This is an optimization exercise on Yosys and OpenROAD, whose aim is small area, a short achievable clock period and few clock cycles, not a production implementation.
The RTL was checked by simulation tests, not by an equivalence proof against the original design.
Power and IR drop assume default switching activity.

==> flow/design.v (outline; a module is shown in full before it is edited, if it fits) <==
// module fc_booth_enc: 18 lines
// module fc_fa: 10 lines
// module fc_ha: 9 lines
// module fc_mac_lane: 544 lines
// module fc_sequencer: 68 lines
// module fc_layer_top: 78 lines
module fc_layer_top (
	input  logic          clk,
	input  logic          reset_n,
	input  logic          i_run,
	input  fc_pkg::cnt_t  i_num_cnt,
	output logic          o_idle,
	output logic          o_read,
	output logic          o_write,
	output logic          o_done,
	output fc_pkg::addr_t o_mem_addr,
	output logic          o_mem_ce,
	input  fc_pkg::word_t i_node_q,
	input  fc_pkg::word_t i_wgt0_q,
	input  fc_pkg::word_t i_wgt1_q,
	output fc_pkg::acc_t  o_result_0,
	output fc_pkg::acc_t  o_result_1,
	output fc_pkg::acc_t  o_result_2,
	output fc_pkg::acc_t  o_result_3
);
  // ...
==> flow/flow/run.sh <==
#!/bin/bash
# Standard layout, with timing repair aimed at a shorter period than the clock's,
# and plain buffers (rather than delay cells) on the ports. The clock, the
# constraints and every other step stay as the standard flow's own layout makes them.
set -euo pipefail
bash standard.sh SETUP_SLACK_MARGIN=6.8 "BUFFER_PORTS_ARGS=-buffer_cell sky130_fd_sc_hd__buf_2" finish > standard.log 2>&1
==> flow/standard.sh <==
#!/bin/bash
# synth_recipe.tcl (not shown) runs the flow's synth.tcl, then flattens the netlist and writes it again
# the make line also repeats each setting of config.mk as NAME=value (left out here)
make -C /OpenROAD-flow-scripts/flow DESIGN_CONFIG=/design/flow/config.mk WORK_HOME=/design/flow/orfs CLKGATE_MAP_FILE= SYNTH_SCRIPT=/design/flow/synth_recipe.tcl "${@:-finish}"
==> flow/config.mk <==
export PLATFORM = sky130hd
export DESIGN_NAME = fc_layer_top
export DESIGN_NICKNAME = fc_layer_top
export VERILOG_FILES = /design/flow/design.v
export SDC_FILE = /design/flow/constraint.sdc
export NUM_CORES = 4
export LEC_CHECK = 0
export CAP_MARGIN = 20
export CORE_MARGIN = 2
export CORE_UTILIZATION = 55
export CTS_CLUSTER_DIAMETER = 70
export CTS_CLUSTER_SIZE = 24
export SETUP_SLACK_MARGIN = 5
export SLEW_MARGIN = 20
export SYNTH_HIERARCHICAL = 1
==> flow/constraint.sdc <==
create_clock -name core_clock -period 10.0 [get_ports {clk}]
set_input_delay 2.0000 -clock core_clock [delete_from_list [all_inputs] [get_ports {clk}]]
set_output_delay 2.0000 -clock core_clock [all_outputs]
set_load 0.01 [all_outputs]
==> reports/summary.txt, run 1 <==
fraction of area in multi-input gates -> 62.7%
Largest register FFs -> 128
worst rel slew slack -> 33.2%
largest net degree at the start of global routing -> 68
Final Util -> 61.1%
mux contribution to synthesized area -> 0.131%
Clock Skew -> 0.0157 ns
Leak Pwr -> 0.0171 uW
area leader, netlist -> dfxtp_1
Non-Filler Instances -> 4453
status -> finished clean
setup TNS -> 0 ns
xor and xnor fraction of the mapped netlist area -> 14.6%
FF-to-FF End -> g_lane[0].u_lane.p1_15
Plain + repair buffers -> 327
diodes inserted -> 3
number of remaining DRC errors -> 0
Clock buffer cells -> 40
synth cell count leaders -> xnor2_1 (500), dfxtp_1 (484), a22oi_1 (480), fa_1 (464), ha_1 (281)
Seq area share -> 25.8%
DR pass1 iterations -> 6
DR top layer -> met5
vias in the first global route -> 28200
met2 WL -> 49000 um
post-synth net total -> 4313
Max Fclk -> 308 MHz
top cell category -> multi-input combinational cells
data required time of the worst path -> 8.00 ns
global-route wire length before repair -> 156000 um
Clock group -> 1650 uW
final setup fails -> 0
crit start category -> register
Post-CTS Hold Buffers -> 0
DR vias -> 26300
Testbench counts, summed over its fixed seeds: cycles 17,461.
==> run 2: changes to the inputs <==
==> flow/flow/run.sh (replaced) <==
#!/bin/bash
# Standard layout, with timing repair aimed at a shorter period than the clock's,
# and plain buffers (rather than delay cells) on the ports. The clock, the
# constraints and every other step stay as the standard flow's own layout makes them.
set -euo pipefail
bash standard.sh SETUP_SLACK_MARGIN=6.7 "BUFFER_PORTS_ARGS=-buffer_cell sky130_fd_sc_hd__buf_2" finish > standard.log 2>&1
--- a/flow/config.mk
+++ b/flow/config.mk
@@ -7,7 +7,7 @@
 export LEC_CHECK = 0
 export CAP_MARGIN = 20
 export CORE_MARGIN = 2
-export CORE_UTILIZATION = 55
+export CORE_UTILIZATION = 72
 export CTS_CLUSTER_DIAMETER = 70
 export CTS_CLUSTER_SIZE = 24
 export SETUP_SLACK_MARGIN = 5
==> run 2 against run 1 <==
Against the previous run:
- area after synthesis is the same
- power shrank 3.6%
- maximum frequency shrank 1.7%
- first-iteration DRC count grew 21%
- sequential power is essentially flat
- critical path depth grew 5
- still clean
==> reports/summary.txt, run 2 <==
status -> finished clean
element type at the critical path end -> register
reg2reg start -> wgt_r[0][20]
final number of hold-violating endpoints -> 0
TritonCTS Sinks -> 517
Top FF cell, synth -> dfxtp_1
Port Buffer Count -> 255
Syn Std Cell Area -> 0.0382 mm^2
Vias/cell -> 6.41
xor and xnor fraction of the mapped netlist area -> 14.6% (unchanged)
commonest non-fill, non-tap cells in the layout -> xnor2_1 (500), a22oi_1 (480), fa_1 (464), dfxtp_1 (401), ha_1 (281)
Hold Path Class -> reg -> reg
Synth Instances -> 3456
Final Slew Violations -> 0
GRT overflow -> 0
TritonCTS buffer count -> 31
largest net degree at the start of global routing -> 69 (+1.5%)
post-synth net total -> 4313 (unchanged)
largest family of logic cells by synthesized area -> adder cells
placed insts -> 4113
final instance area -> 0.0406 mm^2
ANT nets after route -> 0
register area share after synthesis -> 27.7%
critical path class -> reg -> reg
Layout area overhead -> 6.45%
global-route wire length before repair -> 148000 um (-5.1%)
share of cells above drive strength 1 -> 15.5%
worst-path fanout max -> 16
CTS tree -> done
Clock Skew -> 0.0202 ns (+0.00448 ns)
Top reg by flops -> g_lane.u_lane.acc
top flop regs -> g_lane.u_lane.acc: 128 flops, wgt_r: 64 flops
area leader, netlist -> dfxtp_1
Min-Delay Path Depth -> 0
Peak VDD IR -> 375 uV
most common cell after layout, fill and taps aside -> xnor2_1
initial DRC count -> 2439
Max Fclk -> 303 MHz (-1.7%)
Routed wire per std cell -> 22.1 um
IO Pins -> 257
mux contribution to synthesized area -> 0.131% (unchanged)
Die Area -> 0.0549 mm^2
DR pass1 iterations -> 8 (+2)
R2R depth -> 6
clock latency (worst-skew pair) -> 0.63 ns
FF-to-FF End -> g_lane[0].u_lane.p1_16
worst hold margin -> 0.357 ns
Core ar. -> 0.0524 mm^2
setup TNS -> 0 ns (unchanged)
asr flop ratio synth -> 4.06%
Starting Density -> 72.8%
site row count -> 84
Final min period -> 3.30 ns
Avg Inst Size Synth -> 11.0 um^2
Final nets -> 4327
DP HPWL -> 64400 um
Synth Register Bits -> 517
initial antenna violation count -> 3
count leader, synth -> xnor2_1
final setup fails -> 0 (unchanged)
pwr/cell area -> 361 mW/mm^2
Root Buffer Master -> clkbuf_16
crit start category -> register
WP data arrival -> 3.78 ns
Leak Pwr -> 0.0168 uW (-1.8%)
Worst Max-Slew Pin Slew -> 1.17 ns
routability cong. -> 0.887
Die W -> 234 um
htree depth -> 1
period utilization -> 33.0%
Post-CTS Hold Buffers -> 0 (unchanged)
number of remaining DRC errors -> 0 (unchanged)
final WL -> 92600 um
Max clock buf depth -> 3
synth cell count leaders -> xnor2_1 (500), dfxtp_1 (484), a22oi_1 (480), fa_1 (464), ha_1 (281)
critical path launch point -> wgt_r[0][20]
Non-Filler Instances -> 4182 (-6.1%)
Synth Area in Adders -> 33.6%
vias in the first global route -> 28600 (+1.6%)
clock-pin slew on the worst setup and hold paths -> 0.10 ns
Die H -> 234 um
share of the synthesized area in the top cell type -> 25.4%
DR vias -> 26800 (+1.8%)
Area after DPL -> 0.0393 mm^2
synth warn -> 21
HP Start -> u_seq.last_pipe[1]
worst rel slew slack -> 22.2% (-11 points)
top cells by area, synth -> dfxtp_1 (25%), fa_1 (24%), xnor2_1 (11%), a22oi_1 (9.4%), ha_1 (9.2%)
hold path endpoint -> u_seq.last_pipe[2]
number of synthesized flops with an enable pin -> 12
Largest register FFs -> 128 (unchanged)
number of max-cap violations -> 0
R2R setup slack -> 6.70 ns
simple-gate share of the synthesized area -> 6.22%
Total GRT Usage -> 34.0%
post-synth cell types -> 64
data required time of the worst path -> 10.48 ns (+2.48 ns)
Compound-Gate Fraction of Synth Area -> 13.5%
RSZ-0062 raised after global routing -> true
[run 2: cell counts after synthesis]
No cell type changed its count.
[run 2: worst max-delay path by stage]
stage / cells past startpoint / slack (ns) / end
floorplan: 7 / 6.86 / g_lane[0].u_lane.p1_16
global placement: 4 / 5.89 / g_lane[2].u_lane.acc[29]
detailed placement: 4 / 5.82 / g_lane[2].u_lane.acc[13]
CTS: 6 / 6.66 / g_lane[2].u_lane.p1_17
global route: 7 / 6.69 / g_lane[0].u_lane.p1_15
finish: 6 / 6.70 / g_lane[0].u_lane.p1_16
[run 2: worst max-delay path: stages (launching register included)]
cell,delay [ns]
dfxtp_1,0.82
a22oi_1,0.24
xnor2_1,0.23
fa_1,0.46
fa_1,0.44
fa_1,0.54
fa_1,0.42
[run 2: timing repair]
| item | CTS | global route |
|---|---|---|
| pin swaps | 0 | 1 |
| buffers inserted | 5 | 6 |
| cloned | 0 | 1 |
| setup endpoints to repair | 146 | 121 |
| gates resized for setup | 42 | 66 |
[run 2: layout make-up]
| type | instances | area (um^2) |
|---|---|---|
| antenna | 1 | 2.50 |
| clock buffer | 37 | 828 |
| clock inverter | 19 | 233 |
| fill | 3512 | 11800 |
| inverter | 67 | 251 |
| multi-input combinational | 2541 | 26000 |
| sequential | 517 | 10800 |
| tap | 688 | 861 |
| timing repair buffer | 312 | 1720 |
[run 2: logic make-up (layout without fill, tap and decap cells)]
logic type / after synthesis / count (layout)
xor gates and xnor gates: 635 / 635
other: 0 / 1
adders and majority gates: 745 / 745
buffers and inverters: 399 / 435
AOI/OAI and AO/OA: 707 / 707
muxes: 5 / 5
and+or+nand+nor: 448 / 449
DFF: 517 / 517
[run 2: power by group]
group | total (uW) | switching [uW] | leakage [uW] | internal, uW
sequential | 3550 | 608 | 0.00444 | 2940
clock | 1420 | 753 | 0.000517 | 670
combinational | 9700 | 5240 | 0.0118 | 4460
total | 14700 | 6600 | 0.0168 | 8060
[run 2: routing by layer]
metal,wire length (um),global-route usage [%],vias up
met3,7300,4.86,285
met2,46000,58.1,1402
met5,24,0,-
met4,3920,14.5,4
met1,35400,43.2,13400
li1,-,-,11700
[run 2: per-stage QoR]
stage / power [uW] / setup slack (ns) / utilization (%)
global route: 16200 / 6.69 / 77.4
global placement: 12600 / 5.89 / 74.9
detailed placement: 13100 / 5.82 / 74.9
CTS: 14700 / 6.66 / 77.1
floorplan: 10600 / 6.86 / -
finish: 14700 / 6.70 / 77.5
[run 2: per-module statistics from Yosys, one instance, submodules excluded]
module	cell area, um^2	copies in the design	cells inside
fc_mac_lane	5400	4	601
fc_layer_top	2500	1	147
fc_sequencer	1730	1	165
fc_booth_enc	264	2	38
fc_fa	20.0	464	1
fc_ha	12.5	200	1
==> run 3: changes to the inputs <==
--- a/flow/config.mk
+++ b/flow/config.mk
@@ -7,7 +7,7 @@
 export LEC_CHECK = 0
 export CAP_MARGIN = 20
 export CORE_MARGIN = 2
-export CORE_UTILIZATION = 72
+export CORE_UTILIZATION = 65
 export CTS_CLUSTER_DIAMETER = 70
 export CTS_CLUSTER_SIZE = 24
 export SETUP_SLACK_MARGIN = 5
==> run 3 against run 2 <==
Against the previous run:
- still clean
- critical path depth decreased by 5
- synthesized cell count unchanged
- maximum frequency increased by 1.4%
- area after synthesis unchanged
- sequential share of layout area decreased by 0.17 points
- wire length increased by 1.3%
- hold slack got worse by 0.0088 ns
- first-iteration DRC count decreased by 8.3%
- cell area increased by 0.49%
- register-to-register slack improved by 0.09 ns
- worst setup slack improved by 0.044 ns
- largest power group unchanged
- highest routed layer unchanged
==> reports/summary.txt, run 3 <==
share of cells above drive strength 1 -> 15.3% (-0.15 points)
Avg Inst Size Synth -> 11.0 um^2 (unchanged)
data required time of the worst path -> 8.00 ns (-2.48 ns)
synth warn -> 21 (unchanged)
final WL -> 93800 um (+1.3%)
Clock Skew -> 0.0347 ns (+0.0145 ns)
CP cell instances -> buf_2
Top FF cell, synth -> dfxtp_1
fill count -> 4335 (+23%)
number of max-cap violations -> 0 (unchanged)
number of remaining DRC errors -> 0 (unchanged)
critical path's slowest cell -> dfstp_2
Area after DPL -> 0.0394 mm^2 (+0.21%)
Vias/cell -> 6.18 (-3.6%)
Gate power share -> 65.4% (-0.7 points)
Max clock buf depth -> 3 (unchanged)
RSZ-0062 raised after global routing -> false
initial DRC count -> 2237 (-8.3%)
largest net degree at the start of global routing -> 64 (-7.2%)
final instance area -> 0.0408 mm^2 (+0.49%)
worst-path fanout max -> 3 (-13)
share of the synthesized area in the top cell type -> 25.4% (unchanged)
Post-CTS Hold Buffers -> 0 (unchanged)
Syn Std Cell Area -> 0.0382 mm^2 (unchanged)
htree depth -> 2 (+1)
Switch Pwr -> 6630 uW (+0.42%)
DR pass1 iterations -> 6 (-2)
WP buf/inv -> 1 (+1)
register area share after synthesis -> 27.7% (unchanged)
sw frac -> 44.9% (-0.12 points)
DP Worst Slack -> 5.88 ns (+0.0573 ns)
top flop regs -> g_lane.u_lane.acc: 128 flops, wgt_r: 64 flops
DP HPWL -> 65300 um (+1.4%)
critical path class -> reg -> out
Root Buffer Master -> clkbuf_16
routability cong. -> 0.887 (about the same)
part of the power in registers -> 24.0% (-0.2 points)
most common cell after layout, fill and taps aside -> xnor2_1
period utilization -> 32.5% (-0.44 points)
WP data arrival -> 1.25 ns (-2.53 ns)
status -> finished clean
Synth Register Bits -> 517 (unchanged)
top cells by area, synth -> dfxtp_1 (25%), fa_1 (24%), xnor2_1 (11%), a22oi_1 (9.4%), ha_1 (9.2%)
Final nets -> 4320 (-0.16%)
met3 usage -> 4.79% (-0.071 points)
R2R setup slack -> 6.79 ns (+0.09 ns)
final number of hold-violating endpoints -> 0 (unchanged)
clock latency (worst-skew pair) -> 0.59 ns (-0.04 ns)
commonest non-fill, non-tap cells in the layout -> xnor2_1 (500), a22oi_1 (480), fa_1 (464), dfxtp_1 (403), ha_1 (281)
TritonCTS buffer count -> 35 (+13%)
clock power share -> 10.6% (+0.9 points)
final worst slack -> 6.75 ns (+0.0441 ns)
count leader, synth -> xnor2_1
delay-heaviest family, CP -> flip-flops
Layout area overhead -> 6.96%
Die H -> 246 um (+5.2%)
CP max stage delay -> 0.56 ns (-0.26 ns)
final setup fails -> 0 (unchanged)
vias in the first global route -> 28000 (-2.2%)
Die Area -> 0.0607 mm^2 (+11%)
area leader, netlist -> dfxtp_1
Final min period -> 3.25 ns (-0.0441 ns)
met1 Use GR -> 40.2% (-3.0 points)
Die W -> 246 um (+5.2%)
DR vias -> 26300 (-1.8%)
global-route wire length before repair -> 150000 um (+1.7%)
GRT overflow -> 0 (unchanged)
Hold Path Class -> reg -> reg
number of synthesized flops with an enable pin -> 12 (unchanged)
IO Pins -> 257 (unchanged)
worst rel slew slack -> 26.2% (+4.0 points)
post-synth net total -> 4313 (unchanged)
most used routing layer -> met2
setup TNS -> 0 ns (unchanged)
Total GRT Usage -> 31.4% (-2.5 points)
CTS tree -> done
Core ar. -> 0.0579 mm^2 (+10%)
Top reg by flops -> g_lane.u_lane.acc
Leak Pwr -> 0.0168 uW (+0.11%)
Synth Instances -> 3456 (unchanged)
Worst Max-Slew Pin Slew -> 1.11 ns (-0.0599 ns)
clock-pin slew on the worst setup and hold paths -> 0.09 ns (about the same)
Routed wire per std cell -> 22.0 um (-0.45%)
Largest register FFs -> 128 (unchanged)
ANT nets after route -> 0 (unchanged)
post-synth cell types -> 64 (unchanged)
Int Power -> 8140 uW (+0.91%)
Port Buffer Count -> 255 (unchanged)
initial antenna violation count -> 4 (+1)
Final Slew Violations -> 0 (unchanged)
element type at the critical path end -> output port
pwr/cell area -> 362 mW/mm^2 (+0.20%)
site row count -> 88 (+4.8%)
Peak VDD IR -> 356 uV (-5.1%)
crit start category -> register
Max Fclk -> 307 MHz (+1.4%)
synth cell count leaders -> xnor2_1 (500), dfxtp_1 (484), a22oi_1 (480), fa_1 (464), ha_1 (281)
asr flop ratio synth -> 4.06% (unchanged)
TritonCTS Sinks -> 517 (unchanged)
global routing usage on met2 -> 53.3% (-4.8 points)
Starting Density -> 65.9% (-6.9 points)
[run 3: path summary, 6_finish.rpt]
| path | end | start | cells after the start |
|---|---|---|---|
| worst max register to register | g_lane[1].u_lane.p1_16 | wgt_r[0][6] | 6 |
| worst min register to register | u_seq.last_pipe[1] | u_seq.last_pipe[0] | 0 |
| worst max-delay path | o_idle | u_seq.idle | 1 |
| worst min-delay path | u_seq.last_pipe[1] | u_seq.last_pipe[0] | 0 |
| max in group asynchronous | u_seq.rd_cnt[3] | reset_n | 1 |
| min in group asynchronous | u_seq.rd_cnt[11] | reset_n | 1 |
[run 3: power by group through the flow]
stage	Combinational [uW]	Clock, uW	Sequential, uW
2_1_floorplan	7140	0	3450
3_3_place_gp	9110	0	3570
3_5_place_dp	9610	0	3590
4_1_cts	9730	1600	3550
5_1_grt	11100	1680	3640
6_report	9660	1560	3550
[run 3: kinds of logic (layout without fill, tap and decap cells)]
logic type	count (synthesis)	in the layout	synth area share, %
xor+xnor	635	635	14.6
other cells	0	4	0
buf+inv	399	430	4.29
compound gates	707	707	13.5
fa+ha+maj	745	745	33.6
simple gates	448	449	6.22
mux	5	5	0.131
flops	517	517	27.7
[run 3: per-module statistics from Yosys (local to each module, per instance)]
module | copies in the design | area (um^2) | flops+latches | cells
fc_ha | 200 | 12.5 | 0 | 1
fc_booth_enc | 2 | 264 | 0 | 38
fc_fa | 464 | 20.0 | 0 | 1
fc_layer_top | 1 | 2500 | 112 | 147
fc_mac_lane | 4 | 5400 | 93 | 601
fc_sequencer | 1 | 1730 | 33 | 165
[run 3: per-layer routing]
layer | wire length (um) | part of all wire, %
met5 | 13 | 0.014
met4 | 3750 | 4.0
met3 | 6890 | 7.3
met2 | 46700 | 50
met1 | 36400 | 39
[run 3: through the flow]
step | cells | total power (uW) | hold slack [ns] | util, %
final | 4257 | 14800 | 0.348 | 70.5
after global routing | 4255 | 16400 | 0.365 | 70.5
after CTS | 4253 | 14900 | 0.356 | 70.3
after detailed placement | 4188 | 13200 | 0.343 | 68.0
after global placement | 4188 | 12700 | 0.340 | 68.0
after floorplan | 3456 | 10600 | 0.331 | -
[run 3: timing repair]
action                                 4_1_cts  5_1_grt
gates resized for setup                     43       61
setup endpoints to repair                  136       55
buffers inserted                             2        0
endpoints found under the hold margin        0        0
cloned                                       1        0
pin swaps                                    0        2
[run 3: cell type report]
type | count | area (um^2) | area share, %
inverter | 67 | 251 | 0.616
clock inverter | 21 | 279 | 0.684
tap | 765 | 957 | 2.35
antenna | 4 | 10.0 | 0.0245
sequential | 517 | 10700 | 26.3
clock buffer | 41 | 951 | 2.33
timing repair buffer | 301 | 1640 | 4.03
multi-input combinational | 2541 | 26000 | 63.6
==> module fc_layer_top, before the edit <==
module fc_layer_top (
	input  logic          clk,
	input  logic          reset_n,
	input  logic          i_run,
	input  fc_pkg::cnt_t  i_num_cnt,
	output logic          o_idle,
	output logic          o_read,
	output logic          o_write,
	output logic          o_done,
	output fc_pkg::addr_t o_mem_addr,
	output logic          o_mem_ce,
	input  fc_pkg::word_t i_node_q,
	input  fc_pkg::word_t i_wgt0_q,
	input  fc_pkg::word_t i_wgt1_q,
	output fc_pkg::acc_t  o_result_0,
	output fc_pkg::acc_t  o_result_1,
	output fc_pkg::acc_t  o_result_2,
	output fc_pkg::acc_t  o_result_3
);
	localparam int LW = fc_pkg::LANE_W;
	logic rd_valid;
	logic clr;
	fc_sequencer u_seq (
		.clk        (clk),
		.reset_n    (reset_n),
		.i_run      (i_run),
		.i_num_cnt  (i_num_cnt),
		.o_idle     (o_idle),
		.o_read     (o_read),
		.o_write    (o_write),
		.o_done     (o_done),
		.o_rd_valid (rd_valid),
		.o_clr      (clr),
		.o_mem_ce   (o_mem_ce),
		.o_mem_addr (o_mem_addr)
	);
	fc_pkg::digit_t one_d [2];
	fc_pkg::digit_t two_d [2];
	fc_pkg::digit_t neg_d [2];
	fc_pkg::digit_t one [2];
	fc_pkg::digit_t two [2];
	fc_pkg::digit_t neg [2];
	fc_pkg::word_t  wgt_r [fc_pkg::NUM_WEIGHT_MEMS];
	for (genvar h = 0; h < 2; h++) begin : g_enc
		fc_booth_enc u_enc (
			.i_m   (i_node_q[LW*(2-h)-1 -: LW]),
			.o_one (one_d[h]),
			.o_two (two_d[h]),
			.o_neg (neg_d[h])
		);
		always_ff @(posedge clk) begin
			one[h] <= one_d[h] & {fc_pkg::NUM_DIGITS{rd_valid}};
			two[h] <= two_d[h] & {fc_pkg::NUM_DIGITS{rd_valid}};
			neg[h] <= neg_d[h];
		end
	end
	always_ff @(posedge clk) begin
		wgt_r[0] <= i_wgt0_q;
		wgt_r[1] <= i_wgt1_q;
	end
	fc_pkg::acc_t lane_result [fc_pkg::NUM_LANES];
	for (genvar g = 0; g < fc_pkg::NUM_LANES; g++) begin : g_lane
		fc_mac_lane u_lane (
			.clk      (clk),
			.reset_n  (reset_n),
			.i_clr    (clr),
			.i_one    (one[g%2]),
			.i_two    (two[g%2]),
			.i_neg    (neg[g%2]),
			.i_wgt    (wgt_r[g/2][LW*(2-g%2)-1 -: LW]),
			.o_result (lane_result[g])
		);
	end
	assign o_result_0 = lane_result[0];
	assign o_result_1 = lane_result[1];
	assign o_result_2 = lane_result[2];
	assign o_result_3 = lane_result[3];
endmodule
==> run 4: changes to the inputs <==
--- a/flow/design.v
+++ b/flow/design.v
@@ -718,7 +718,7 @@
 		always_ff @(posedge clk) begin
 			one[h] <= one_d[h] & {fc_pkg::NUM_DIGITS{rd_valid}};
 			two[h] <= two_d[h] & {fc_pkg::NUM_DIGITS{rd_valid}};
-			neg[h] <= neg_d[h];
+			neg[h] <= neg_d[h] & {fc_pkg::NUM_DIGITS{rd_valid}};
 		end
 	end
 	always_ff @(posedge clk) begin
==> run 4 against run 3 <==
Against the previous run:
- utilization up 0.14 points
- area after synthesis is 0.30% higher
- combinational power rose by 7%
- wire length increased by 0.59%
- critical endpoint is now o_result_1[2]
- clock skew down 0.011 ns
- worst setup slack lost 0.0043 ns
- die area up 0.30%
- still clean on timing, DRC and antenna
- hold slack better by 0.0092 ns
- synthesized cell count is 0.52% higher
- sequential share of layout area down 0.069 points
==> reports/summary.txt, run 4 <==
met1 wire length -> 36700 um (+0.78%)
vias in the first global route -> 28300 (+0.91%)
initial antenna violation count -> 15 (+11)
Final Slew Violations -> 0 (unchanged)
count leader, synth -> xnor2_1
Final Util -> 70.6% (+0.14 points)
number of synthesized flops with an enable pin -> 12 (unchanged)
ANT nets after route -> 0 (unchanged)
Hold Path Class -> reg -> reg
clock latency (worst-skew pair) -> 0.59 ns (about the same)
Total GRT Usage -> 31.7% (+0.27 points)
TritonCTS buffer count -> 34 (-2.9%)
post-synth net total -> 4331 (+0.42%)
Top reg by flops -> g_lane.u_lane.acc
Peak VDD IR -> 344 uV (-3.3%)
CP cell instances -> buf_2
Max clock buf depth -> 3 (unchanged)
most common cell after layout, fill and taps aside -> xnor2_1
DR top layer -> met5
WP buf/inv -> 1 (unchanged)
critical path class -> reg -> out
IO Pins -> 257 (unchanged)
CP max stage delay -> 0.47 ns (-0.09 ns)
top flop regs -> g_lane.u_lane.acc: 128 flops, wgt_r: 64 flops
TritonCTS Sinks -> 517 (unchanged)
met3 routed WL -> 8070 um (+17%)
commonest non-fill, non-tap cells in the layout -> xnor2_1 (500), a22oi_1 (480), fa_1 (464), dfxtp_1 (404), ha_1 (280)
top cells by area, synth -> dfxtp_1 (25%), fa_1 (24%), xnor2_1 (11%), a22oi_1 (9.4%), ha_1 (9.2%)
Final min period -> 3.26 ns (+0.00433 ns)
GRT overflow -> 0 (unchanged)
Max Fclk -> 307 MHz (-0.13%)
Synth Instances -> 3474 (+0.52%)
post-synth cell types -> 64 (unchanged)
synth cell count leaders -> xnor2_1 (500), dfxtp_1 (484), a22oi_1 (480), fa_1 (464), ha_1 (281)
RSZ-0062 raised after global routing -> true
Leak Pwr -> 0.0168 uW (+0.14%)
fill count -> 4348 (+0.30%)
Clock Skew -> 0.0232 ns (-0.0115 ns)
DP HPWL -> 65300 um (about the same)
final number of hold-violating endpoints -> 0 (unchanged)
Die H -> 247 um (+0.15%)
routability cong. -> 0.857 (-3.3%)
element type at the critical path end -> output port
register area share after synthesis -> 27.6% (-0.083 points)
crit start category -> register
data required time of the worst path -> 8.00 ns (about the same)
multi-input logic area -> 0.0261 mm^2 (+0.43%)
CTS tree -> done
clock-pin slew on the worst setup and hold paths -> 0.09 ns (about the same)
Syn Std Cell Area -> 0.0383 mm^2 (+0.30%)
initial DRC count -> 2292 (+2.5%)
Largest register FFs -> 128 (unchanged)
DR pass1 iterations -> 7 (+1)
final WL -> 94300 um (+0.59%)
Port Buffer Count -> 255 (unchanged)
Final nets -> 4337 (+0.39%)
Starting Density -> 66.1% (+0.20 points)
synth warn -> 21 (unchanged)
FF/Latch Area -> 0.0107 mm^2 (about the same)
share of cells above drive strength 1 -> 15.0% (-0.33 points)
Vias/cell -> 6.22 (+0.68%)
final setup fails -> 0 (unchanged)
delay-heaviest family, CP -> flip-flops
Worst Max-Slew Pin Slew -> 0.946 ns (-0.161 ns)
WP data arrival -> 1.26 ns (about the same)
share of the synthesized area in the top cell type -> 25.3% (-0.076 points)
Die Area -> 0.0608 mm^2 (+0.30%)
Synth Register Bits -> 517 (unchanged)
Die W -> 247 um (+0.15%)
worst hold margin -> 0.357 ns (+0.00923 ns)
global-route wire length before repair -> 152000 um (+0.89%)
DR vias -> 26600 (+1.2%)
asr flop ratio synth -> 4.06% (unchanged)
number of max-cap violations -> 0 (unchanged)
largest net degree at the start of global routing -> 69 (+7.8%)
pwr/cell area -> 378 mW/mm^2 (+4.5%)
met2 WL -> 46300 um (-0.82%)
htree depth -> 2 (unchanged)
number of remaining DRC errors -> 0 (unchanged)
setup TNS -> 0 ns (unchanged)
Avg Inst Size Synth -> 11.0 um^2 (-0.22%)
Core ar. -> 0.0579 mm^2 (unchanged)
period utilization -> 32.6% (+0.043 points)
Routed wire per std cell -> 22.1 um (+0.12%)
Top FF cell, synth -> dfxtp_1
Layout area overhead -> 6.85%
site row count -> 88 (unchanged)
critical path's slowest cell -> dfxtp_1
Root Buffer Master -> clkbuf_16
worst rel slew slack -> 36.9% (+11 points)
worst-path fanout max -> 2 (-1)
status -> finished clean
area leader, netlist -> dfxtp_1
## run 4: cell types whose count changed in the layout (fill, tap and decap cells not counted), sizes merged, moves of 3 or more
cell	change
diode	+4
clkinv	-7
and2	+16
inv	+4
clkbuf	+3
## run 4: power breakdown
part           switching (uW)  leakage, uW  internal, uW
Sequential                658      0.00444          2980
Clock                     784     0.000554           730
Combinational            5530       0.0118          4780
Total                    6970       0.0168          8490
## run 4: per-stage QoR
step | std cells | total power [uW] | setup WS, ns | cell area, um^2
after detailed placement | 4205 | 13900 | 5.85 | 39500
after global routing | 4274 | 17200 | 6.66 | 40900
after floorplan | 3474 | 11100 | 6.86 | 38300
final | 4277 | 15500 | 6.74 | 40900
after global placement | 4205 | 13400 | 5.92 | 39500
after CTS | 4267 | 15600 | 6.70 | 40700
## run 4: per-layer routing
metal | track usage [%] | vias to the layer above
li1 | - | 11800
met1 | 40.3 | 13300
met3 | 5.97 | 245
met4 | 12.2 | 14
met5 | 0 | -
met2 | 53.6 | 1238
## run 4: cell families after synthesis
logic type / Yosys count / share of synthesized area (%)
AO/OA/AOI/OAI: 707 / 13.4
AND/OR/NAND/NOR: 464 / 6.42
adder cells (fa/ha/maj): 745 / 33.5
XOR/XNOR: 635 / 14.6
multiplexers: 5 / 0.131
buffers and inverters: 401 / 4.35
flip-flops: 517 / 27.6
## run 4: final cells by class
class                      instances  area share [%]
multi-input combinational       2557            63.8
timing repair buffer             303            4.14
antenna                            8          0.0490
inverter                          67           0.615
sequential                       517            26.3
clock inverter                    17           0.385
tap                              765            2.34
clock buffer                      43            2.42
## run 4: worst paths after layout
kind                                           to               startpoint  slack, ns  depth (start not counted)
min in group asynchronous        u_seq.rd_cnt[11]                  reset_n       1.37                          1
hold reg to reg                u_seq.last_pipe[1]       u_seq.last_pipe[0]       0.36                          0
hold / removal                 u_seq.last_pipe[1]       u_seq.last_pipe[0]       0.36                          0
max in group asynchronous              u_seq.idle                  reset_n       8.29                          1
setup / recovery                    o_result_1[2]  g_lane[1].u_lane.acc[2]       6.74                          1
setup reg to reg           g_lane[3].u_lane.p1_16              wgt_r[1][8]       6.75                          6
## run 4: modules after synthesis (local to each module, per instance)
| module | area (um^2) | times used | cells | flops+latches |
|---|---|---|---|---|
| fc_sequencer | 1730 | 1 | 165 | 33 |
| fc_mac_lane | 5400 | 4 | 601 | 93 |
| fc_ha | 12.5 | 200 | 1 | 0 |
| fc_fa | 20.0 | 464 | 1 | 0 |
| fc_layer_top | 2610 | 1 | 165 | 112 |
| fc_booth_enc | 264 | 2 | 38 | 0 |
## run 4: repair_timing
action / CTS / global route
pin swaps: 0 / 5
setup buffers: 1 / 2
gates cloned: 1 / 0
hold buffers: 0 / 0
endpoints found under the setup margin: 134 / 92
resized for setup: 39 / 73
Testbench counts of run 4, summed over its fixed seeds: cycles 17,461.
==> run 5: changes to the inputs <==
==> flow/flow/run.sh (replaced) <==
#!/bin/bash
# Standard layout, with timing repair aimed at a shorter period than the clock's,
# and plain buffers (rather than delay cells) on the ports. The clock, the
# constraints and every other step stay as the standard flow's own layout makes them.
set -euo pipefail
bash standard.sh SETUP_SLACK_MARGIN=6.8 "BUFFER_PORTS_ARGS=-buffer_cell sky130_fd_sc_hd__buf_2" finish > standard.log 2>&1
==> run 5 against run 4 <==
Against the previous run:
- utilization grew 1.1 points
- clock-buffer cell count unchanged
- flip-flop and latch count stayed put
- register-to-register slack improved by 0.13 ns
- power up 2.3%
- non-clock buffer count grew 25
- clock power about the same
- via count increased by 0.58%
- hold slack gained 0.00052 ns
- global-route usage is 0.11 points higher
- die area stayed put
- sequential share of layout area shrank 0.27 points
- largest power group unchanged
==> reports/summary.txt, run 5 <==
share of the synthesized area in the top cell type -> 25.3% (unchanged)
Die Area -> 0.0608 mm^2 (unchanged)
Switch Pwr -> 7110 uW (+2.0%)
routability cong. -> 0.857 (unchanged)
site row count -> 88 (unchanged)
TritonCTS Sinks -> 517 (unchanged)
Synth Register Bits -> 517 (unchanged)
number of synthesized flops with an enable pin -> 12 (unchanged)
reg2reg start -> wgt_r[0][17]
WP buf/inv -> 1 (unchanged)
critical path's slowest cell -> dfstp_2
DP HPWL -> 65300 um (unchanged)
DR vias -> 26800 (+0.58%)
number of remaining DRC errors -> 0 (unchanged)
setup TNS -> 0 ns (unchanged)
count leader, synth -> xnor2_1
post-synth net total -> 4331 (unchanged)
IO Pins -> 257 (unchanged)
Root Buffer Master -> clkbuf_16
share of cells above drive strength 1 -> 17.5% (+2.5 points)
asr flop ratio synth -> 4.06% (unchanged)
Area after DPL -> 0.0395 mm^2 (unchanged)
DR pass1 iterations -> 6 (-1)
clock-pin slew on the worst setup and hold paths -> 0.09 ns (about the same)
most common cell after layout, fill and taps aside -> xnor2_1
TritonCTS buffer count -> 34 (unchanged)
Avg Inst Size Synth -> 11.0 um^2 (unchanged)
register area share after synthesis -> 27.6% (unchanged)
Routed wire per std cell -> 22.2 um (+0.65%)
FF-to-FF End -> g_lane[0].u_lane.p1_17
Max Fclk -> 310 MHz (+1.1%)
Starting Density -> 66.1% (unchanged)
hold path endpoint -> u_seq.last_pipe[2]
HP Start -> u_seq.last_pipe[1]
R2R setup slack -> 6.88 ns (+0.13 ns)
Syn Std Cell Area -> 0.0383 mm^2 (unchanged)
synth warn -> 21 (unchanged)
critical path class -> reg -> out
GRT overflow -> 0 (unchanged)
RSZ-0062 raised after global routing -> true
largest net degree at the start of global routing -> 69 (unchanged)
Layout area overhead -> 8.52%
Synth Instances -> 3474 (unchanged)
element type at the critical path end -> output port
Clock Skew -> 0.0260 ns (+0.00280 ns)
sw frac -> 45.0% (-0.12 points)
worst-path fanout max -> 2 (unchanged)
clock latency (worst-skew pair) -> 0.59 ns (about the same)
Top reg by flops -> g_lane.u_lane.acc
area leader, netlist -> dfxtp_1
Final Slew Violations -> 0 (unchanged)
Largest register FFs -> 128 (unchanged)
Total GRT Usage -> 31.8% (+0.11 points)
ANT nets after route -> 0 (unchanged)
Peak VDD IR -> 345 uV (+0.39%)
Non-Filler Instances -> 4303 (+0.61%)
data required time of the worst path -> 8.00 ns (about the same)
crit start category -> register
initial antenna violation count -> 16 (+1)
delay-heaviest family, CP -> flip-flops
placed insts -> 4205 (unchanged)
post-synth cell types -> 64 (unchanged)
Core ar. -> 0.0579 mm^2 (unchanged)
clock power share -> 9.6% (-0.2 points)
vias in the first global route -> 28300 (+0.30%)
Int Power -> 8700 uW (+2.5%)
worst rel slew slack -> 35.7% (-1.2 points)
Critical Path Stages -> 1 (unchanged)
final number of hold-violating endpoints -> 0 (unchanged)
Vias/cell -> 6.22 (about the same)
Die H -> 247 um (unchanged)
period utilization -> 32.2% (-0.34 points)
CTS tree -> done
Port Buffer Count -> 255 (unchanged)
Min-Delay Path Depth -> 0 (unchanged)
met1 wire length -> 36600 um (-0.34%)
CP max stage delay -> 0.55 ns (+0.08 ns)
Max clock buf depth -> 3 (unchanged)
DR top layer -> met5
WP data arrival -> 1.22 ns (-0.04 ns)
part of the power in registers -> 22.9% (-0.6 points)
final instance area -> 0.0415 mm^2 (+1.6%)
R2R depth -> 6 (unchanged)
Die W -> 247 um (unchanged)
Final nets -> 4362 (+0.58%)
initial DRC count -> 2254 (-1.7%)
Final min period -> 3.22 ns (-0.0342 ns)
top flop regs -> g_lane.u_lane.acc: 128 flops, wgt_r: 64 flops
htree depth -> 2 (unchanged)
number of max-cap violations -> 0 (unchanged)
Top FF cell, synth -> dfxtp_1
Gate power share -> 67.6% (+0.9 points)
commonest non-fill, non-tap cells in the layout -> xnor2_1 (500), a22oi_1 (480), fa_1 (464), dfxtp_1 (371), ha_1 (268)
global-route wire length before repair -> 152000 um (+0.30%)
final WL -> 95500 um (+1.3%)
Worst Max-Slew Pin Slew -> 0.965 ns (+0.0184 ns)
synth cell count leaders -> xnor2_1 (500), dfxtp_1 (484), a22oi_1 (480), fa_1 (464), ha_1 (281)
Hold Path Class -> reg -> reg
met3 routed WL -> 8500 um (+5.4%)
CP cell instances -> buf_6
met2 WL -> 46700 um (+0.86%)
pwr/cell area -> 381 mW/mm^2 (+0.68%)
final setup fails -> 0 (unchanged)
status -> finished clean
top cells by area, synth -> dfxtp_1 (25%), fa_1 (24%), xnor2_1 (11%), a22oi_1 (9.4%), ha_1 (9.2%)
Leak Pwr -> 0.0170 uW (+1.2%)
[run 5: changes by cell type in the layout (fill, tap and decap cells not counted), sizes merged]
cell / before / now
buf: 302 / 322
clkbuf: 44 / 49
diode: 8 / 9
[run 5: how the worst max path moves through the flow]
stage,from,endpoint
after floorplan,neg[0][4],g_lane[0].u_lane.p1_16
after global placement,reset_n,g_lane[3].u_lane.acc[27]
after detailed placement,reset_n,g_lane[0].u_lane.acc[12]
after CTS,u_seq.idle,o_idle
after global routing,u_seq.idle,o_idle
final,u_seq.idle,o_idle
[run 5: logic make-up (layout without fill, tap and decap cells)]
| kind of cell | count (synthesis) | in the layout | share of synthesized area, % |
|---|---|---|---|
| compound gates | 707 | 707 | 13.4 |
| flops | 517 | 517 | 27.6 |
| buf+inv | 401 | 455 | 4.35 |
| mux | 5 | 5 | 0.131 |
| simple gates | 464 | 465 | 6.42 |
| fa+ha+maj | 745 | 745 | 33.5 |
| xor+xnor | 635 | 635 | 14.6 |
| other cells | 0 | 9 | 0 |
[run 5: worst register-to-register path: cells and delay by family (launching register included)]
kind	cells	cell delay, ns
compound gates	1	0.21
flops	1	0.74
xor+xnor	1	0.23
fa+ha+maj	4	1.81
[run 5: what timing repair did]
item                                    in CTS  in global routing
hold buffers                                 0                  0
hold endpoints to repair                     0                  0
setup buffers                               11                 17
resized for setup                          106                115
pin swaps                                    0                 24
gates cloned                                 1                  0
endpoints found under the setup margin     172                 80
[run 5: final cells by class]
cell class,count,area (um^2)
antenna,9,22.5
clock buffer,43,990
clock inverter,17,158
fill,4233,16400
inverter,67,251
multi-input combinational,2557,26300
sequential,517,10800
tap,765,957
timing repair buffer,328,2070
[run 5: power groups by stage]
| stage | combinational (uW) | sequential, uW | clock (uW) |
|---|---|---|---|
| after detailed placement | 10200 | 3690 | 0 |
| after CTS | 10400 | 3640 | 1560 |
| after global placement | 9700 | 3670 | 0 |
| after global routing | 12200 | 3710 | 1630 |
| after floorplan | 7640 | 3500 | 0 |
| final | 10700 | 3620 | 1520 |
[run 5: routing by layer]
| metal | global-route usage [%] | up-vias |
|---|---|---|
| li1 | - | 11800 |
| met1 | 40.3 | 13400 |
| met2 | 53.9 | 1275 |
| met3 | 6.15 | 269 |
| met4 | 12.3 | 16 |
| met5 | 0 | - |
[run 5: stage by stage]
| stage | power, uW | utilization [%] | setup WS (ns) | hold WS [ns] |
|---|---|---|---|---|
| final | 15800 | 71.7 | 6.78 | 0.357 |
| after global routing | 17600 | 71.7 | 6.74 | 0.364 |
| after CTS | 15600 | 70.6 | 6.73 | 0.360 |
| after detailed placement | 13900 | 68.1 | 5.85 | 0.339 |
| after global placement | 13400 | 68.1 | 5.92 | 0.335 |
| after floorplan | 11100 | - | 6.86 | 0.331 |
[run 5: per-module statistics from Yosys, one instance, submodules excluded]
module	flops+latches	times used
fc_fa	0	464
fc_ha	0	200
fc_booth_enc	0	2
fc_layer_top	112	1
fc_mac_lane	93	4
fc_sequencer	33	1
==> run 6: changes to the inputs <==
==> flow/flow/run.sh (replaced) <==
#!/bin/bash
# Standard layout, with timing repair aimed at a shorter period than the clock's,
# and plain buffers (rather than delay cells) on the ports. The clock, the
# constraints and every other step stay as the standard flow's own layout makes them.
set -euo pipefail
bash standard.sh SETUP_SLACK_MARGIN=6.75 "BUFFER_PORTS_ARGS=-buffer_cell sky130_fd_sc_hd__buf_2" finish > standard.log 2>&1
--- a/flow/config.mk
+++ b/flow/config.mk
@@ -8,8 +8,8 @@
 export CAP_MARGIN = 20
 export CORE_MARGIN = 2
 export CORE_UTILIZATION = 65
-export CTS_CLUSTER_DIAMETER = 70
-export CTS_CLUSTER_SIZE = 24
+export CTS_CLUSTER_DIAMETER = 80
+export CTS_CLUSTER_SIZE = 28
 export SETUP_SLACK_MARGIN = 5
 export SLEW_MARGIN = 20
 export SYNTH_HIERARCHICAL = 1
==> run 6 against run 5 <==
Against the previous run:
- flip-flop and latch count did not move
- area after synthesis is the same
- maximum frequency fell by 1.6%
- global-route usage fell by 0.44 points
- sequential share of layout area grew 0.25 points
- critical endpoint unchanged
- largest cell class unchanged
- largest power group unchanged
==> reports/summary.txt, run 6 <==
status -> finished clean
Total GRT Usage -> 31.4% (-0.44 points)
Final min period -> 3.28 ns (+0.0526 ns)
register area share after synthesis -> 27.6% (unchanged)
Critical Path Stages -> 1 (unchanged)
Top FF cell, synth -> dfxtp_1
met3 routed WL -> 7630 um (-10%)
Post-CTS Hold Buffers -> 0 (unchanged)
Routed wire per std cell -> 22.1 um (-0.50%)
Pwr Total -> 15400 uW (-2.5%)
fill count -> 4291 (+1.4%)
share of cells above drive strength 1 -> 16.2% (-1.2 points)
GRT overflow -> 0 (unchanged)
WP buf/inv -> 1 (unchanged)
HP Start -> u_seq.last_pipe[1]
initial antenna violation count -> 17 (+1)
commonest non-fill, non-tap cells in the layout -> xnor2_1 (500), a22oi_1 (480), fa_1 (464), dfxtp_1 (379), ha_1 (277)
Syn Std Cell Area -> 0.0383 mm^2 (unchanged)
top cells by area, synth -> dfxtp_1 (25%), fa_1 (24%), xnor2_1 (11%), a22oi_1 (9.4%), ha_1 (9.2%)
IO Pins -> 257 (unchanged)
TritonCTS buffer count -> 28 (-18%)
met1 wire length -> 37000 um (+1.0%)
most common cell after layout, fill and taps aside -> xnor2_1
worst-path fanout max -> 2 (unchanged)
crit start category -> register
initial DRC count -> 2292 (+1.7%)
Peak VDD IR -> 378 uV (+9.3%)
critical path class -> reg -> out
site row count -> 88 (unchanged)
final instance area -> 0.0411 mm^2 (-1.1%)
vias in the first global route -> 28200 (-0.35%)
data required time of the worst path -> 8.00 ns (about the same)
hold path endpoint -> u_seq.last_pipe[2]
final number of hold-violating endpoints -> 0 (unchanged)
DP HPWL -> 65300 um (unchanged)
Largest register FFs -> 128 (unchanged)
share of the synthesized area in the top cell type -> 25.3% (unchanged)
Leak Pwr -> 0.0168 uW (-0.84%)
Top reg by flops -> g_lane.u_lane.acc
FF-to-FF End -> g_lane[2].u_lane.p1_16
Worst Max-Slew Pin Slew -> 0.895 ns (-0.0693 ns)
ANT nets after route -> 0 (unchanged)
period utilization -> 32.8% (+0.53 points)
worst rel slew slack -> 40.3% (+4.6 points)
WP data arrival -> 1.28 ns (+0.06 ns)
Min-Delay Path Depth -> 0 (unchanged)
element type at the critical path end -> output port
Die H -> 247 um (unchanged)
synth cell count leaders -> xnor2_1 (500), dfxtp_1 (484), a22oi_1 (480), fa_1 (464), ha_1 (281)
final setup fails -> 0 (unchanged)
Root Buffer Master -> clkbuf_16
Die Area -> 0.0608 mm^2 (unchanged)
DR top layer -> met5
Core ar. -> 0.0579 mm^2 (unchanged)
routability cong. -> 0.857 (unchanged)
FF/Latch Area -> 0.0108 mm^2 (-0.19%)
setup TNS -> 0 ns (unchanged)
area leader, netlist -> dfxtp_1
DR pass1 iterations -> 7 (+1)
critical path's slowest cell -> dfstp_2
Clock Skew -> 0.0180 ns (-0.00799 ns)
clock-pin slew on the worst setup and hold paths -> 0.11 ns (+0.02 ns)
delay-heaviest family, CP -> flip-flops
clock latency (worst-skew pair) -> 0.62 ns (+0.03 ns)
Layout area overhead -> 7.27%
Hold Path Class -> reg -> reg
RSZ-0062 raised after global routing -> true
R2R setup slack -> 6.82 ns (-0.06 ns)
global-route wire length before repair -> 151000 um (-0.75%)
CTS tree -> done
Starting Density -> 66.1% (unchanged)
largest net degree at the start of global routing -> 69 (unchanged)
top flop regs -> g_lane.u_lane.acc: 128 flops, wgt_r: 64 flops
Synth Instances -> 3474 (unchanged)
DR vias -> 26700 (-0.42%)
Die W -> 247 um (unchanged)
post-synth cell types -> 64 (unchanged)
pwr/cell area -> 376 mW/mm^2 (-1.3%)
Vias/cell -> 6.22 (about the same)
Synth Register Bits -> 517 (unchanged)
R2R depth -> 6 (unchanged)
Max Fclk -> 305 MHz (-1.6%)
post-synth net total -> 4331 (unchanged)
number of max-cap violations -> 0 (unchanged)
TritonCTS Sinks -> 517 (unchanged)
htree depth -> 1 (-1)
DP Worst Slack -> 5.85 ns (unchanged)
Final nets -> 4346 (-0.37%)
number of synthesized flops with an enable pin -> 12 (unchanged)
met2 WL -> 46300 um (-0.96%)
final WL -> 94600 um (-0.97%)
multi-input logic area -> 0.0261 mm^2 (-0.62%)
CP max stage delay -> 0.56 ns (about the same)
final worst slack -> 6.72 ns (-0.0526 ns)
CP cell instances -> buf_6
Max clock buf depth -> 3 (unchanged)
reg2reg start -> neg[0][5]
count leader, synth -> xnor2_1
number of remaining DRC errors -> 0 (unchanged)
Final Slew Violations -> 0 (unchanged)
Port Buffer Count -> 255 (unchanged)
synth warn -> 21 (unchanged)
Area after DPL -> 0.0395 mm^2 (unchanged)
asr flop ratio synth -> 4.06% (unchanged)
Avg Inst Size Synth -> 11.0 um^2 (unchanged)
-- run 6: worst max-delay path by stage --
stage | to | slack (ns) | start
after floorplan | g_lane[0].u_lane.p1_16 | 6.86 | neg[0][4]
after CTS | o_idle | 6.66 | u_seq.idle
after global routing | o_idle | 6.68 | u_seq.idle
after global placement | g_lane[3].u_lane.acc[27] | 5.92 | reset_n
final | o_idle | 6.72 | u_seq.idle
after detailed placement | g_lane[0].u_lane.acc[12] | 5.85 | reset_n
-- run 6: cell type report --
type,count,area share (%)
Timing Repair Buffer,318,4.61
Clock inverter,19,0.646
Clock buffer,33,1.88
Tap cell,765,2.33
Multi-Input combinational cell,2557,63.6
Sequential cell,517,26.2
Inverter,67,0.613
Antenna cell,7,0.0427
-- run 6: per-layer routing --
layer  vias up  GRT usage, %
li1      11800             -
met1     13400          40.3
met2      1223          53.2
met3       260          5.29
met4        14          11.9
met5         -             0
-- run 6: Yosys stat by module (local to each module, per instance) --
module	cells	cell area (um^2)	flops+latches
fc_mac_lane	601	5400	93
fc_layer_top	165	2610	112
fc_ha	1	12.5	0
fc_sequencer	165	1730	33
fc_fa	1	20.0	0
fc_booth_enc	38	264	0
-- run 6: power breakdown --
| group | internal (uW) | switching, uW | total [uW] | leakage (uW) |
|---|---|---|---|---|
| logic | 4820 | 5570 | 10400 | 0.0119 |
| clock network | 643 | 772 | 1420 | 0.000502 |
| registers | 2990 | 634 | 3620 | 0.00444 |
| total | 8450 | 6970 | 15400 | 0.0168 |
-- run 6: cells by family (layout without fill, tap and decap cells) --
family / after synthesis / in the layout / synth area share (%)
AOI/OAI and AO/OA: 707 / 707 / 13.4
xor gates and xnor gates: 635 / 635 / 14.6
adders and majority gates: 745 / 745 / 33.5
buffers and inverters: 401 / 437 / 4.35
DFF: 517 / 517 / 27.6
muxes: 5 / 5 / 0.131
other: 0 / 7 / 0
and+or+nand+nor: 464 / 465 / 6.42
-- run 6: timing repair --
action | in CTS | in global routing
endpoints found under the setup margin | 167 | 81
gates cloned | 1 | 0
gates resized for setup | 77 | 85
buffers inserted | 12 | 6
pin swaps | 0 | 13
-- run 6: through the flow --
| stage | hold WS, ns | instances | util (%) |
|---|---|---|---|
| 2_1_floorplan | 0.331 | 3474 | - |
| 3_3_place_gp | 0.335 | 4205 | 68.1 |
| 3_5_place_dp | 0.339 | 4205 | 68.1 |
| 4_1_cts | 0.365 | 4270 | 70.3 |
| 5_1_grt | 0.370 | 4281 | 70.9 |
| 6_report | 0.363 | 4283 | 70.9 |

[afterwards: timing with drivers on the ports]
How much do the figures lean on ideal ports? The routed layouts below were timed once more, with nothing changed but the port constraints. Step 1 assumes that a clkbuf_16 drives the clock port and a buf_2 every other input. Step 2 moves the port delays by t, midway between the first and last clock arrival at a register: inputs arrive t later, outputs are due t later. That takes back most of the time a late clock gives input paths. a / b / c = no drivers / after step 1 / after step 2; a / b = the first two.
| run | t, ns | setup slack, ns | worst hold slack (ns) | latest minus earliest clock arrival (ns) | cell pins on the clock port's net |
|---|---|---|---|---|---|
| run 1 | 0.645 | 6.758 / 6.694 / 6.347 | 0.352 / 0.352 / 0.352 | 0.016 / 0.017 | 1 |
| run 2 | 0.676 | 6.702 / 6.668 / 6.227 | 0.357 / 0.357 / 0.357 | 0.028 / 0.028 | 1 |
| run 3 | 0.635 | 6.746 / 6.683 / 6.274 | 0.348 / 0.348 / 0.348 | 0.044 / 0.044 | 1 |
| run 4 | 0.635 | 6.741 / 6.681 / 6.245 | 0.357 / 0.357 / 0.357 | 0.029 / 0.030 | 1 |
| run 5 | 0.637 | 6.776 / 6.715 / 6.332 | 0.357 / 0.357 / 0.357 | 0.031 / 0.031 | 1 |
| run 6 | 0.672 | 6.723 / 6.662 / 6.256 | 0.363 / 0.363 / 0.363 | 0.021 / 0.022 | 1 |
After both steps setup and hold are still met in every run listed. The setup slack of run 4, which loses most, moves by -0.060 ns with the drivers and by -0.496 ns with both steps.
